From an optimization exercise on the open Yosys and OpenROAD flow, aimed at small area; shortcuts taken in it are not production practice. The RTL was checked by simulation tests, not by an equivalence proof against the original design. Power and IR drop assume default switching activity.

File: design/flow/run.sh
#!/bin/bash
# synth_recipe.tcl (not shown) runs the flow's synth.tcl, then flattens the netlist and writes it again
# the make line also repeats each setting of config.mk as NAME=value (left out here)
make -C /OpenROAD-flow-scripts/flow DESIGN_CONFIG=/design/flow/config.mk WORK_HOME=/design/flow/orfs CLKGATE_MAP_FILE= SYNTH_SCRIPT=/design/flow/synth_recipe.tcl finish
File: design/flow/config.mk
export PLATFORM = sky130hd
export DESIGN_NAME = pdm_capture_pipeline
export DESIGN_NICKNAME = pdm_capture_pipeline
export VERILOG_FILES = /design/flow/design.v
export SDC_FILE = /design/flow/constraint.sdc
export NUM_CORES = 4
export LEC_CHECK = 0
export CAP_MARGIN = 20
export CORE_MARGIN = 2
export CORE_UTILIZATION = 40
export SLEW_MARGIN = 20
File: design/flow/constraint.sdc
create_clock -name core_clock -period 11.0 [get_ports {clk_i}]
set_input_delay 2.2000 -clock core_clock [delete_from_list [all_inputs] [get_ports {clk_i}]]
set_output_delay 2.2000 -clock core_clock [all_outputs]
set_load 0.01 [all_outputs]
File: design/flow/design.v
module pdm_capture_pipeline #(
  parameter int CHANNELS   = 4,
  parameter int CIC_ORDER  = 3,
  parameter int CIC_DELAY  = 1,
  parameter int ACC_WIDTH  = 32,
  parameter int PCM_WIDTH  = 16,
  parameter int FIFO_DEPTH = 8,
  localparam int CH_W  = (CHANNELS > 1) ? $clog2(CHANNELS) : 1,
  localparam int CNT_W = $clog2(FIFO_DEPTH) + 1
) (
  input  logic                 clk_i,
  input  logic                 rst_n_i,
  input  logic                 clk_en_i,
  input  logic                 pdm_i,
  input  logic                 pdm_valid_i,
  input  logic [CH_W-1:0]      pdm_channel_i,
  input  logic [6:0]           decimation_i,
  input  logic [4:0]           norm_shift_i,
  input  logic [15:0]          gain_i,
  output logic [PCM_WIDTH-1:0] pcm_o,
  output logic [CH_W-1:0]      pcm_channel_o,
  output logic                 pcm_valid_o,
  input  logic                 pcm_ready_i,
  output logic [CNT_W-1:0]     fifo_count_o,
  output logic                 overflow_o,
  input  logic                 clear_overflow_i
);
  localparam int AW     = CNT_W - 1;
  localparam int PROD_W = PCM_WIDTH + 16;
  localparam logic signed [PCM_WIDTH-1:0] P_MAX = {1'b0, {(PCM_WIDTH-1){1'b1}}};
  localparam logic signed [PCM_WIDTH-1:0] P_MIN = {1'b1, {(PCM_WIDTH-1){1'b0}}};
  localparam logic signed [ACC_WIDTH-1:0] S_MAX = ACC_WIDTH'(P_MAX);
  localparam logic signed [ACC_WIDTH-1:0] S_MIN = ACC_WIDTH'(P_MIN);
  localparam logic signed [PROD_W-1:0]    G_MAX = PROD_W'(P_MAX);
  localparam logic signed [PROD_W-1:0]    G_MIN = PROD_W'(P_MIN);
  localparam logic signed [PROD_W-1:0]    RND   = PROD_W'(16384);
  logic [CIC_ORDER-1:0][ACC_WIDTH-1:0]                r_integ [CHANNELS];
  logic [6:0]                                         r_cnt   [CHANNELS];
  logic [CIC_ORDER-1:0][CIC_DELAY-1:0][ACC_WIDTH-1:0] r_hist  [CHANNELS];
  logic                        r_s1_valid, r_s2_valid, r_s3_valid, r_s4_valid;
  logic [ACC_WIDTH-1:0]        r_s1_data, r_s2_data;
  logic signed [PCM_WIDTH-1:0] r_s3_data, r_s4_data;
  logic [CH_W-1:0]             r_s1_ch, r_s2_ch, r_s3_ch, r_s4_ch;
  logic                                w_hit, w_dec_done;
  logic [6:0]                          w_cnt_cur, w_r;
  logic [CIC_ORDER-1:0][ACC_WIDTH-1:0] w_integ_cur, w_integ_nxt;
  always_comb begin
    w_hit       = 1'b0;
    w_integ_cur = '0;
    w_cnt_cur   = '0;
    for (int c = 0; c < CHANNELS; c++) begin
      if (pdm_channel_i == CH_W'(c)) begin
        w_hit       = pdm_valid_i & clk_en_i;
        w_integ_cur = r_integ[c];
        w_cnt_cur   = r_cnt[c];
      end
    end
    w_integ_nxt[0] = w_integ_cur[0] + (pdm_i ? ACC_WIDTH'(1) : {ACC_WIDTH{1'b1}});
    for (int k = 1; k < CIC_ORDER; k++) begin
      w_integ_nxt[k] = w_integ_cur[k] + w_integ_nxt[k-1];
    end
    w_r        = (decimation_i < 7'd2) ? 7'd2 : decimation_i;
    w_dec_done = (w_cnt_cur >= w_r - 7'd1);
  end
  always_ff @(posedge clk_i or negedge rst_n_i) begin
    if (!rst_n_i) begin
      for (int c = 0; c < CHANNELS; c++) begin
        r_integ[c] <= '0;
        r_cnt[c]   <= '0;
      end
      r_s1_valid <= 1'b0;
      r_s1_data  <= '0;
      r_s1_ch    <= '0;
    end else if (!clk_en_i) begin
      for (int c = 0; c < CHANNELS; c++) begin
        r_integ[c] <= '0;
        r_cnt[c]   <= '0;
      end
      r_s1_valid <= 1'b0;
    end else begin
      r_s1_valid <= w_hit & w_dec_done;
      if (w_hit & w_dec_done) begin
        r_s1_data <= w_integ_nxt[CIC_ORDER-1];
        r_s1_ch   <= pdm_channel_i;
      end
      for (int c = 0; c < CHANNELS; c++) begin
        if (w_hit && (pdm_channel_i == CH_W'(c))) begin
          r_integ[c] <= w_integ_nxt;
          r_cnt[c]   <= w_dec_done ? 7'd0 : w_cnt_cur + 7'd1;
        end
      end
    end
  end
  logic [CIC_ORDER-1:0][CIC_DELAY-1:0][ACC_WIDTH-1:0] w_hist_cur;
  logic [CIC_ORDER-1:0][ACC_WIDTH-1:0]                w_comb_in;
  logic [ACC_WIDTH-1:0]                               w_comb_v;
  always_comb begin
    w_hist_cur = '0;
    for (int c = 0; c < CHANNELS; c++) begin
      if (r_s1_ch == CH_W'(c)) w_hist_cur = r_hist[c];
    end
    w_comb_v = r_s1_data;
    for (int k = 0; k < CIC_ORDER; k++) begin
      w_comb_in[k] = w_comb_v;
      w_comb_v     = w_comb_v - w_hist_cur[k][CIC_DELAY-1];
    end
  end
  always_ff @(posedge clk_i or negedge rst_n_i) begin
    if (!rst_n_i) begin
      for (int c = 0; c < CHANNELS; c++) r_hist[c] <= '0;
      r_s2_valid <= 1'b0;
      r_s2_data  <= '0;
      r_s2_ch    <= '0;
    end else if (!clk_en_i) begin
      for (int c = 0; c < CHANNELS; c++) r_hist[c] <= '0;
      r_s2_valid <= 1'b0;
    end else begin
      r_s2_valid <= r_s1_valid;
      if (r_s1_valid) begin
        r_s2_data <= w_comb_v;
        r_s2_ch   <= r_s1_ch;
        for (int c = 0; c < CHANNELS; c++) begin
          if (r_s1_ch == CH_W'(c)) begin
            for (int k = 0; k < CIC_ORDER; k++) begin
              r_hist[c][k][0] <= w_comb_in[k];
              for (int j = 1; j < CIC_DELAY; j++) r_hist[c][k][j] <= r_hist[c][k][j-1];
            end
          end
        end
      end
    end
  end
  logic signed [ACC_WIDTH-1:0] w_shifted;
  logic signed [PCM_WIDTH-1:0] w_norm, w_gained;
  logic signed [PROD_W-1:0]    w_prod, w_round;
  always_comb begin
    w_shifted = $signed(r_s2_data) >>> norm_shift_i;
    if (w_shifted > S_MAX)      w_norm = P_MAX;
    else if (w_shifted < S_MIN) w_norm = P_MIN;
    else                        w_norm = w_shifted[PCM_WIDTH-1:0];
    w_prod  = r_s3_data * $signed(gain_i);
    w_round = (w_prod + RND) >>> 15;
    if (w_round > G_MAX)      w_gained = P_MAX;
    else if (w_round < G_MIN) w_gained = P_MIN;
    else                      w_gained = w_round[PCM_WIDTH-1:0];
  end
  always_ff @(posedge clk_i or negedge rst_n_i) begin
    if (!rst_n_i) begin
      r_s3_valid <= 1'b0;
      r_s3_data  <= '0;
      r_s3_ch    <= '0;
      r_s4_valid <= 1'b0;
      r_s4_data  <= '0;
      r_s4_ch    <= '0;
    end else if (!clk_en_i) begin
      r_s3_valid <= 1'b0;
      r_s4_valid <= 1'b0;
    end else begin
      r_s3_valid <= r_s2_valid;
      r_s4_valid <= r_s3_valid;
      if (r_s2_valid) begin
        r_s3_data <= w_norm;
        r_s3_ch   <= r_s2_ch;
      end
      if (r_s3_valid) begin
        r_s4_data <= w_gained;
        r_s4_ch   <= r_s3_ch;
      end
    end
  end
  logic [PCM_WIDTH-1:0] r_mem    [FIFO_DEPTH];
  logic [CH_W-1:0]      r_mem_ch [FIFO_DEPTH];
  logic [AW:0]          r_wr, r_rd;
  logic                 r_overflow;
  logic [CNT_W-1:0]     w_count;
  logic                 w_empty, w_full, w_pop, w_push, w_drop;
  always_comb begin
    w_count = r_wr - r_rd;
    w_empty = (w_count == '0);
    w_full  = (w_count == CNT_W'(FIFO_DEPTH));
    w_pop   = !w_empty && pcm_ready_i;
    w_push  = r_s4_valid && (!w_full || w_pop);
    w_drop  = r_s4_valid && w_full && !w_pop;
  end
  always_ff @(posedge clk_i) begin
    if (w_push) begin
      r_mem[r_wr[AW-1:0]]    <= r_s4_data;
      r_mem_ch[r_wr[AW-1:0]] <= r_s4_ch;
    end
  end
  always_ff @(posedge clk_i or negedge rst_n_i) begin
    if (!rst_n_i) begin
      r_wr       <= '0;
      r_rd       <= '0;
      r_overflow <= 1'b0;
    end else begin
      if (w_push) r_wr <= r_wr + 1'b1;
      if (w_pop)  r_rd <= r_rd + 1'b1;
      if (w_drop)                r_overflow <= 1'b1;
      else if (clear_overflow_i) r_overflow <= 1'b0;
    end
  end
  assign pcm_valid_o   = !w_empty;
  assign pcm_o         = w_empty ? '0 : r_mem[r_rd[AW-1:0]];
  assign pcm_channel_o = w_empty ? '0 : r_mem_ch[r_rd[AW-1:0]];
  assign fifo_count_o  = w_count;
  assign overflow_o    = r_overflow;
endmodule
==> results_dict.tcl <==
set metrics [dict create \
    timing.rr.end "r_s2_data[31]" \
    synth_compound_area_share_pct 15.47 \
    cts_tree "done" \
    hpwl_um 114000 \
    clock_path_buffers 3 \
    p_leak_nw 33.06 \
    avgRoutedWirePerCell_um 19.52 \
    htree_num_levels 3 \
    drc 0 \
    fin_skew_ps 36.93 \
    synth_fa_ha_area_share_pct 12.96 \
    cts.sinks 1057 \
    crit_arrival_ps 10430 \
    numCtsBuffers 110 \
    clock-root-buffer "clkbuf_16" \
    synth_cell_types 82 \
    final-hold-violation-count 0 \
    slew_viol_final 0 \
    slowest_stage "a311oi_1" \
    setup_viol 0 \
    hold_buffers 0 \
    globalRouteMet2Util_pct 34.33 \
    drive_above_1_share_pct 8.575 \
    fin_crit_ps 9760 \
    utilization_pct 44.02 \
    power_frac_clock_pct 24.9 \
    synthMuxAreaShare_pct 8.956 \
    syn_nets 7549 \
    synthArstFlopShare_pct 86.38 \
    ir_worst_vdd_uv 258.5 \
    rrSetupSlack_ps 1800 \
    synth_xor_area_share_pct 2.732 \
    place.gp.congestion 0.8853 \
    synth_edf_count 144 \
    core-area_um2 169300 \
    drtPass1Iterations 6 \
    regArea_um2 27180 \
    synth.avg_cell_area_um2 9.788 \
    max_cap_viol_count 0 \
    drt_iter0_drc 3830 \
    ys_seq_area_share_pct 39.85 \
    grt_max_degree 235 \
    start_util_pct 40.28 \
    diodes 0 \
    switching_share_pct 41.47 \
    netlist_instances 6967 \
    min_path_type "flip-flop to flip-flop" \
    clock_latency_ps 760 \
    r2r_cells 32 \
    power_density_nw_per_um2 211.3 \
    grt_use_met3_pct 2.176 \
    holdPathStages 1 \
    reg2reg_from "r_s1_ch[0]" \
    fp-row-count 151 \
    grt_pass1_vias 50150 \
    cts.clk_slew.worst_paths_ps 60 \
    grt_pass1_wl_um 286700 \
    nFillCells 16030 \
    maxSlewHeadroom_pct 27.61 \
    dieArea_um2 173800 \
    multi_input_area_um2 37710 \
    p_seq_share_pct 27.3 \
    port_buffers 60 \
    top_usage_layer "met2" \
    tightest_slew_ps 1078 \
    cts_setup_buffers 0 \
    vias_per_cell 5.449 \
    antenna_found_initial 0 \
    post-route-period-util_pct 88.73 \
    die_h_um 416.9 \
    drtAntennaViolNets 0 \
    synth_seq_cells 1057 \
    p_int_mw 9.218 \
    synthFlopType "dfrtp_1" \
    rsz0062_at_grt "no" \
    critical_path_class "input port to flip-flop" \
    yosysWarnings 4 \
    io_pins 61 \
    crit_path_start_kind "input port" \
    hold_start "r_wr[3]" \
    wl_um 177900 \
    cts_resized 0 \
    synthToLayoutAreaGrowth_pct 9.286 \
    required_ps 11670 \
    min_to "r_wr[3]" \
    use_met1_pct 28.62 \
    die_w_um 416.9 \
    synth_top_family_by_area "compound AO/OA/AOI/OAI gates" \
    comb_power_share_pct 47.8 \
    crit_top_cell "a21oi_1" \
    crit_path_end_kind "flip-flop" \
    syn-cell-area_um2 68190 \
    finalNetCount 7384 \
    clock.fmax_ghz 0.1025 \
    worstPathMaxFanout 18 \
    grt-ovfl-total 0 \
    p_sw_mw 6.531 \
    track_usage_pct 20.56 \
    synth-simple-area-share_pct 15.03 \
    cpPeakStageDelay_ps 700 \
    final.setup.tns_ps 0 \
    status "finished clean" \
    via_count 49640 \
]
==> layer usage <==
layer,up-vias,share of wire (%)
li1,23320,-
met1,25130,46
met2,999,48
met3,201,3.9
met4,0,2.1
met5,-,0
==> final cells by class <==
| type | count | area share [%] |
|---|---|---|
| Tap cell | 2218 | 3.724 |
| Multi-Input combinational cell | 5007 | 50.60 |
| Clock buffer | 152 | 4.238 |
| Sequential cell | 1057 | 36.47 |
| Clock inverter | 50 | 0.8512 |
| Timing Repair Buffer | 131 | 1.624 |
| Inverter | 495 | 2.493 |
==> power groups by stage <==
stage                     clock (mW)  combinational, mW  sequential (mW)
after floorplan                    0               5.36             4.28
after global routing            4.18               8.32             4.32
final                           3.92               7.53             4.30
after CTS                       4.03               7.51             4.30
after global placement             0               7.42             4.36
after detailed placement           0               7.48             4.37
==> Yosys cell counts, types with 144 or more instances <==
cell type  count  area share [%]
a21boi_0     553             6.1
a21oi_1      209             1.5
and2_1       214             2.0
clkbuf_1     344             1.9
dfrtp_1      913              34
edfxtp_1     144             6.3
fa_1         269             7.9
ha_1         276             5.1
inv_1        490             2.7
mux4_2       249             8.2
nand2_1     1680             9.2
nor2_1       180            0.99
o21ai_0      330             2.4
xnor2_1      147             1.9
==> cells by family (layout without fill, tap and decap cells) <==
| family | after synthesis | in the layout |
|---|---|---|
| buf+inv | 903 | 828 |
| compound gates | 1549 | 1549 |
| simple gates | 2409 | 2409 |
| flops | 1057 | 1057 |
| mux | 296 | 296 |
| xor+xnor | 208 | 208 |
| fa+ha+maj | 545 | 545 |
==> cell usage in the layout (no fill, tap or decap), types with 121 or more instances in the layout <==
cell / instances
xnor2_1: 147
mux4_2: 249
a21o_1: 121
inv_1: 490
o21ai_0: 330
edfxtp_1: 144
fa_1: 269
dfrtp_1: 910
nand3_1: 132
nor2_1: 177
ha_1: 276
and2_1: 214
a21boi_0: 553
nand2_1: 1679
a21oi_1: 208
==> registers in the layout (all words and copies together), names as in the netlist <==
signal and count:
r_wr 4, r_s3_ch 2, r_s1_ch 2, r_s1_valid 1, r_cnt 28, r_s2_data 32
r_overflow 1, r_integ 384, r_s2_valid 1, r_s1_data 32, r_rd 4, r_s2_ch 2
r_mem_ch 16, r_s3_data 16, r_s4_valid 1, r_s4_data 16, r_s4_ch 2, r_s3_valid 1
r_mem 128, r_hist 384
==> critical path: cells and delay by family <==
kind                       cells  cell delay, ps
AOI/OAI and AO/OA             19            4870
and+or+nand+nor                3             720
adders and majority gates      3            1130
buffers and inverters          2            1000
xor gates and xnor gates       2             500
==> stage by stage <==
step | hold WS, ps | setup slack [ps] | power, mW | instance area, um^2 | cells
floorplan | 442.2 | 869.7 | 9.636 | 68190 | 6967
global placement | 468.9 | 773.8 | 11.78 | 70720 | 8908
global route | 507.6 | 599.1 | 16.82 | 74520 | 9110
CTS | 491.2 | 1396 | 15.83 | 74520 | 9110
detailed placement | 483.2 | 625.7 | 11.84 | 70730 | 8908
finish | 490.4 | 1240 | 15.75 | 74520 | 9110
==> how the worst max path moves through the flow <==
stage	slack, ps	endpoint	startpoint	cells past startpoint
6_report	1240	r_integ[0][95]	pdm_i	29
5_1_grt	600	r_integ[1][95]	pdm_i	29
4_1_cts	1400	r_s4_data[4]	gain_i[1]	23
3_5_place_dp	630	r_s4_data[4]	gain_i[2]	23
3_3_place_gp	770	r_s4_data[4]	gain_i[1]	23
2_1_floorplan	870	r_integ[1][95]	pdm_channel_i[0]	32

[port drivers added, routing unchanged]
In the flow no input, the clock included, has a driving cell. The finished layout below was timed again as built, in two steps. Step 1: set_driving_cell puts a clkbuf_16 on clk_i and a buf_2 on each other input, an assumption about the parent block. Step 2 moves the port delays by t, midway between the first and last clock arrival at a register: inputs arrive t later, outputs are due t later. That takes back most of the time a late clock gives input paths. Slacks: ideal / step 1 / step 2; pairs: ideal / step 1.
t, ns: 0.819
setup WS [ns]: 1.240 / 1.298 / 0.479
worst register clock-pin slew, ns: 0.07 / 0.07
After both steps this run still meets setup and hold. The setup slack of this run moves by +0.058 ns with the drivers and by -0.761 ns with both steps.
